What follows belongs to an exercise in optimizing a design on an open flow for small area, a short achievable clock period and few clock cycles; a production flow would make more cautious choices.
Function was checked by simulation only, so behaviour that the tests miss may differ from the original.

the previous run:
Design rsc_viterbi_decoder, start of the top module:
module rsc_viterbi_decoder #(
  parameter int K    = 120,
  parameter int PM_W = 9
) (
  input  logic clock,
  input  logic aclr,
  input  logic start,
  input  logic in_valid,
  input  logic x_in,
  input  logic z_in,
  output logic busy,
  output logic out_valid,
  output logic c_out,
  output logic out_last
);
==> module rsc_viterbi_decoder, before the edit <==
module rsc_viterbi_decoder #(
  parameter int K    = 120,
  parameter int PM_W = 9
) (
  input  logic clock,
  input  logic aclr,
  input  logic start,
  input  logic in_valid,
  input  logic x_in,
  input  logic z_in,
  output logic busy,
  output logic out_valid,
  output logic c_out,
  output logic out_last
);
  localparam int NSYM = K + 3;
  localparam int CW   = $clog2(NSYM + 1);
  localparam int PL   = K - 3;    
  localparam int MW   = 3;        
  logic          idle_r, acc_r, em_r;   
  logic          busy_r, busy_nx;
  logic [CW-1:0] cnt;
  logic          phi;
  logic          take, em_last;
  logic          v1, fsh, fa, fb, fl;    
  logic          x1, z1;
  logic [MW-1:0] pm     [8];
  logic          par;
  logic [MW-1:0] pm_nxt [8];
  logic [7:0]    d;
  logic [PL-1:0] st [8];
  logic [7:0]    s0, s1;
  logic          sh;
  logic [3:0]    ta;
  logic [1:0]    tb2;
  logic [2:0]    cur, hist;
  always_comb begin
    busy_r  = !idle_r;
    take    = acc_r & in_valid;
    em_last = (cnt == CW'(K - 1));
  end
  always_comb begin
    for (int k = 0; k < 4; k++) begin
      logic [MW-1:0] a, b, ai, bi, dh;
      logic lm, l0, le0, lo, cz, co, ct, dk, dk4, ck, ck4;
      a   = pm[2*k];
      b   = pm[2*k+1];
      dh  = b - a;
      lm  = (dh == 3'b110);
      l0  = dh[2];
      le0 = dh[2] | (dh == 3'b000);
      ai  = a + 3'd1;
      bi  = b + 3'd1;
      lo  = k[0] ^ par;
      co  = x1 ^ z1 ^ k[0] ^ k[1];
      ct  = (x1 ^ k[0]) & (z1 ^ k[1]);
      cz  = !co & !ct;
      dk  = cz ? lm : co ? l0 : le0;
      dk4 = cz ? le0 : co ? l0 : lm;
      ck  = dk  ? (cz | (co & lo)) : (ct | (co & lo));
      ck4 = dk4 ? (ct | (co & lo)) : (cz | (co & lo));
      d[k]   = dk;
      d[k+4] = dk4;
      pm_nxt[k]   = dk  ? (ck  ? bi : b) : (ck  ? ai : a);
      pm_nxt[k+4] = dk4 ? (ck4 ? bi : b) : (ck4 ? ai : a);
    end
  end
  logic       p1a, p1b, p0a, p0b, bita, bitb, p0, bit0, wnext;
  logic [2:0] wa, wb, w;
  always_comb begin
    p1a  = tb2[0];
    p1b  = tb2[1];
    p0a  = ta[{1'b0, p1a}];
    p0b  = ta[{1'b1, p1b}];
    wa   = {1'b0, p1a, p0a};
    wb   = {1'b1, p1b, p0b};
    bita = st[wa][PL-1];
    bitb = st[wb][PL-1];
    w    = d[0] ? wb : wa;
    p0   = d[0] ? p0b : p0a;
    bit0 = (d[0] ? bitb : bita) ^ phi;
    if (cnt < CW'(PL - 1)) wnext = st[cur][PL-2] ^ phi;
    else                   wnext = cur[1];
  end
  logic fin, shift_next, em_next, em_go;
  logic [2:0] cur_next;
  always_comb begin
    fin        = v1 & fl;
    em_go      = em_r & !em_last;
    em_next    = em_go | fin;
    cur_next   = fin ? w : {cur[0], cur[2:1]};
    shift_next = (v1 & fsh) | em_next;
    busy_nx    = busy_r ? !(em_r & em_last) : start;
  end
  always_ff @(posedge clock or posedge aclr) begin
    if (aclr) begin
      idle_r <= 1'b1; busy <= 1'b0; acc_r <= 1'b0; em_r <= 1'b0; cnt <= '0;
      v1 <= 1'b0; fsh <= 1'b0; fa <= 1'b0; fb <= 1'b0; fl <= 1'b0;
      phi <= 1'b0;
      out_valid <= 1'b0; c_out <= 1'b0; out_last <= 1'b0;
    end else begin
      phi <= ~phi;
      busy   <= busy_nx;
      idle_r <= !busy_nx;
      v1  <= take;
      fsh <= take & (cnt >= CW'(3)) & (cnt < CW'(K));
      fa  <= take & (cnt == CW'(K));
      fb  <= take & (cnt == CW'(K + 1));
      fl  <= take & (cnt == CW'(K + 2));
      if (!busy_r) begin
        if (start) begin
          acc_r  <= 1'b1;
          cnt    <= '0;
        end
      end else if (take) begin
        cnt <= cnt + 1'b1;
        if (cnt == CW'(NSYM - 1)) acc_r <= 1'b0;
      end
      if (fin) begin
        em_r <= 1'b1;
        cnt  <= '0;
      end
      if (em_r) begin
        if (em_last) begin
          em_r   <= 1'b0;
        end else begin
          cnt <= cnt + 1'b1;
        end
      end
      out_valid <= em_next;
      c_out     <= fin ? bit0 : em_go & (wnext ^ hist[1] ^ hist[0]);
      out_last  <= em_r & (cnt == CW'(K - 2));
    end
  end
  always_ff @(posedge clock) begin
    x1 <= x_in;
    z1 <= z_in;
    if (!busy_r) begin
      pm[0] <= '0;
      for (int i = 1; i < 8; i++) pm[i] <= MW'(2);
      par <= 1'b0;
    end else if (v1) begin
      for (int i = 0; i < 8; i++) pm[i] <= pm_nxt[i];
      par <= par ^ x1 ^ z1;
    end
    if (v1 & fa) ta  <= d[3:0];
    if (v1 & fb) tb2 <= d[1:0];
    hist <= fin ? {bit0, 2'b00} : {wnext, hist[2:1]};
    cur <= cur_next;
    for (int n = 0; n < 8; n++) begin
      s1[n] <= shift_next & ((v1 & fsh) ? d[n]  : cur_next[0]);
      s0[n] <= shift_next & ((v1 & fsh) ? !d[n] : !cur_next[0]);
    end
    sh <= !shift_next;
    for (int n = 0; n < 8; n++) begin
      st[n][0] <= ~(((s0[n] | s1[n]) & (s1[n] ^ phi)) | (sh & st[n][0]));
      for (int j = 1; j < PL; j++)
        st[n][j] <= ~((s0[n] & st[2*(n%4)][j-1]) | (s1[n] & st[2*(n%4)+1][j-1]) | (sh & st[n][j]));
    end
  end
endmodule
make LEC_CHECK=0 ABC_CLOCK_PERIOD_IN_PS=2500 CAP_MARGIN=20 CORE_MARGIN=2 CORE_UTILIZATION=60 CTS_CLUSTER_DIAMETER=100 CTS_CLUSTER_SIZE=30 SETUP_SLACK_MARGIN=5 SLEW_MARGIN=20 finish   # period 7.5 ns
run.sh (not shown) runs the stock make flow with config.mk's settings and CLKGATE_MAP_FILE= SYNTH_SCRIPT=/design/flow/synth_recipe.tcl, a recipe that flattens the netlist after the stock synthesis.
Testbench counts of the previous run, summed over its fixed seeds: cycles 47,040.
The following lists how the current run was set up differently from the previous run:
==> flow/design.v <==
module rsc_viterbi_decoder #(
  parameter int K    = 120,
  parameter int PM_W = 9
) (
  input  logic clock,
  input  logic aclr,
  input  logic start,
  input  logic in_valid,
  input  logic x_in,
  input  logic z_in,
  output logic busy,
  output logic out_valid,
  output logic c_out,
  output logic out_last
);
  localparam int NSYM = K + 3;
  localparam int CW   = $clog2(NSYM + 1);
  localparam int PL   = K - 3;    
  localparam int MW   = 4;        
  logic          busy_r, acc_r, em_r;   
  logic [CW-1:0] cnt;
  logic          phi;
  logic          take, em_last;
  logic          v1, fsh, fa, fb, fl;    
  logic          x1, z1;
  logic [MW-1:0] pm     [8];
  logic [MW-1:0] pm_nxt [8];
  logic [7:0]    d;
  logic [PL-1:0] st [8];
  logic [7:0]    s0, s1;
  logic          sh;
  logic [3:0]    ta;
  logic [1:0]    tb2;
  logic [2:0]    cur, wfin, hist;
  always_comb begin
    take    = acc_r & in_valid;
    em_last = (cnt == CW'(K - 1));
  end
  always_comb begin
    for (int k = 0; k < 4; k++) begin
      logic [MW-1:0] a, b;
      logic [2:0] dh, ai, bi;
      logic lm, l0, le0, lo, cz, co, ct, dk, dk4, ck, ck4;
      a   = pm[2*k];
      b   = pm[2*k+1];
      dh  = b[3:1] - a[3:1];
      lm  = (dh == 3'b110);
      l0  = dh[2];
      le0 = dh[2] | (dh == 3'b000);
      ai  = a[3:1] + 3'd1;
      bi  = b[3:1] + 3'd1;
      lo  = a[0];
      co  = x1 ^ z1 ^ k[0] ^ k[1];
      ct  = (x1 ^ k[0]) & (z1 ^ k[1]);
      cz  = !co & !ct;
      dk  = cz ? lm : co ? l0 : le0;
      dk4 = cz ? le0 : co ? l0 : lm;
      ck  = dk  ? (cz | (co & lo)) : (ct | (co & lo));
      ck4 = dk4 ? (ct | (co & lo)) : (cz | (co & lo));
      d[k]   = dk;
      d[k+4] = dk4;
      pm_nxt[k]   = {dk  ? (ck  ? bi : b[3:1]) : (ck  ? ai : a[3:1]), lo ^ co};
      pm_nxt[k+4] = {dk4 ? (ck4 ? bi : b[3:1]) : (ck4 ? ai : a[3:1]), lo ^ co};
    end
  end
  logic       p1a, p1b, p0a, p0b, bita, bitb, p0, bit0, wnext;
  logic [2:0] wa, wb, w;
  always_comb begin
    p1a  = tb2[0];
    p1b  = tb2[1];
    p0a  = ta[{1'b0, p1a}];
    p0b  = ta[{1'b1, p1b}];
    wa   = {1'b0, p1a, p0a};
    wb   = {1'b1, p1b, p0b};
    bita = st[wa][PL-1];
    bitb = st[wb][PL-1];
    w    = d[0] ? wb : wa;
    p0   = d[0] ? p0b : p0a;
    bit0 = (d[0] ? bitb : bita) ^ phi;
    if (cnt < CW'(PL - 1))       wnext = st[cur][PL-2] ^ phi;
    else if (cnt == CW'(PL - 1)) wnext = wfin[0];
    else if (cnt == CW'(PL))     wnext = wfin[1];
    else                         wnext = wfin[2];
  end
  logic fin, shift_next, em_next, em_go;
  logic [2:0] cur_next;
  always_comb begin
    fin        = v1 & fl;
    em_go      = em_r & !em_last;
    em_next    = em_go | fin;
    cur_next   = fin ? w : {1'b0, cur[2:1]};
    shift_next = (v1 & fsh) | em_next;
  end
  always_ff @(posedge clock or posedge aclr) begin
    if (aclr) begin
      busy_r <= 1'b0; busy <= 1'b0; acc_r <= 1'b0; em_r <= 1'b0; cnt <= '0;
      v1 <= 1'b0; fsh <= 1'b0; fa <= 1'b0; fb <= 1'b0; fl <= 1'b0;
      phi <= 1'b0;
      out_valid <= 1'b0; c_out <= 1'b0; out_last <= 1'b0;
    end else begin
      phi <= ~phi;
      v1  <= take;
      fsh <= take & (cnt >= CW'(3)) & (cnt < CW'(K));
      fa  <= take & (cnt == CW'(K));
      fb  <= take & (cnt == CW'(K + 1));
      fl  <= take & (cnt == CW'(K + 2));
      if (!busy_r) begin
        if (start) begin
          busy_r <= 1'b1;
          busy   <= 1'b1;
          acc_r  <= 1'b1;
          cnt    <= '0;
        end
      end else if (take) begin
        cnt <= cnt + 1'b1;
        if (cnt == CW'(NSYM - 1)) acc_r <= 1'b0;
      end
      if (fin) begin
        em_r <= 1'b1;
        cnt  <= '0;
      end
      if (em_r) begin
        if (em_last) begin
          em_r   <= 1'b0;
          busy_r <= 1'b0;
          busy   <= 1'b0;
        end else begin
          cnt <= cnt + 1'b1;
        end
      end
      out_valid <= em_next;
      c_out     <= fin ? bit0 : em_go & (wnext ^ hist[1] ^ hist[0]);
      out_last  <= em_r & (cnt == CW'(K - 2));
    end
  end
  always_ff @(posedge clock) begin
    x1 <= x_in;
    z1 <= z_in;
    if (!busy_r) begin
      pm[0] <= '0;
      for (int i = 1; i < 8; i++) pm[i] <= MW'(4);
    end else if (v1) begin
      for (int i = 0; i < 8; i++) pm[i] <= pm_nxt[i];
    end
    if (v1 & fa) ta  <= d[3:0];
    if (v1 & fb) tb2 <= d[1:0];
    if (fin) begin
      wfin <= w;
      hist <= {bit0, 2'b00};
    end else if (em_r) begin
      hist <= {wnext, hist[2:1]};
    end
    cur <= cur_next;
    for (int n = 0; n < 8; n++) begin
      s1[n] <= shift_next & ((v1 & fsh) ? d[n]  : cur_next[0]);
      s0[n] <= shift_next & ((v1 & fsh) ? !d[n] : !cur_next[0]);
    end
    sh <= !shift_next;
    for (int n = 0; n < 8; n++) begin
      st[n][0] <= ~(((s0[n] | s1[n]) & (s1[n] ^ phi)) | (sh & st[n][0]));
      for (int j = 1; j < PL; j++)
        st[n][j] <= ~((s0[n] & st[2*(n%4)][j-1]) | (s1[n] & st[2*(n%4)+1][j-1]) | (sh & st[n][j]));
    end
  end
endmodule
==> comparison <==
The run showing the greater detailed placement HPWL is the current run. The current run finished every step from synthesis to the final layout, and the layout passed the timing, DRC and antenna checks. Summary of the current run over the previous run: required time at the worst-slack endpoint decreased by 1950 ps relative to the old numbers; clock period minus worst slack decreased by 42 ps relative to the old numbers; sequential share of cell area decreased by 0.15 points relative to the old numbers; area taken by flip-flops and latches increased by about 0.55% relative to the old numbers.
Testbench counts of the current run, summed over its fixed seeds: cycles 47,040.

separate check: timing with driven ports:
How much do the figures lean on ideal ports? The routed layouts below were timed once more, with nothing changed but the port constraints. Step 1: set_driving_cell puts a clkbuf_16 on clock and a buf_2 on each other input, an assumption about the parent block. Step 2 adds t to the input delays and takes it off the output delays; t is the mean of the earliest and latest rising clock arrival at the registers after step 1. Input paths then give back, and output paths get back, about the clock's delay inside the block. a / b / c = ideal ports / drivers / drivers and shift; a / b = the first two.
run	t, ns	slack for setup (ns)	hold slack, ns	latest minus earliest clock arrival (ns)	slew at the worst register clock pin (ns)
the previous run	0.665	4.832 / 4.789 / 4.509	0.453 / 0.453 / 0.453	0.023 / 0.024	0.11 / 0.11
the current run	0.672	4.874 / 4.809 / 4.486	0.445 / 0.445 / 0.445	0.040 / 0.041	0.12 / 0.12
After both steps every run listed still meets setup and hold. For the current run, which loses most, drivers alone change the setup slack by -0.065 ns; drivers and shift together by -0.388 ns.
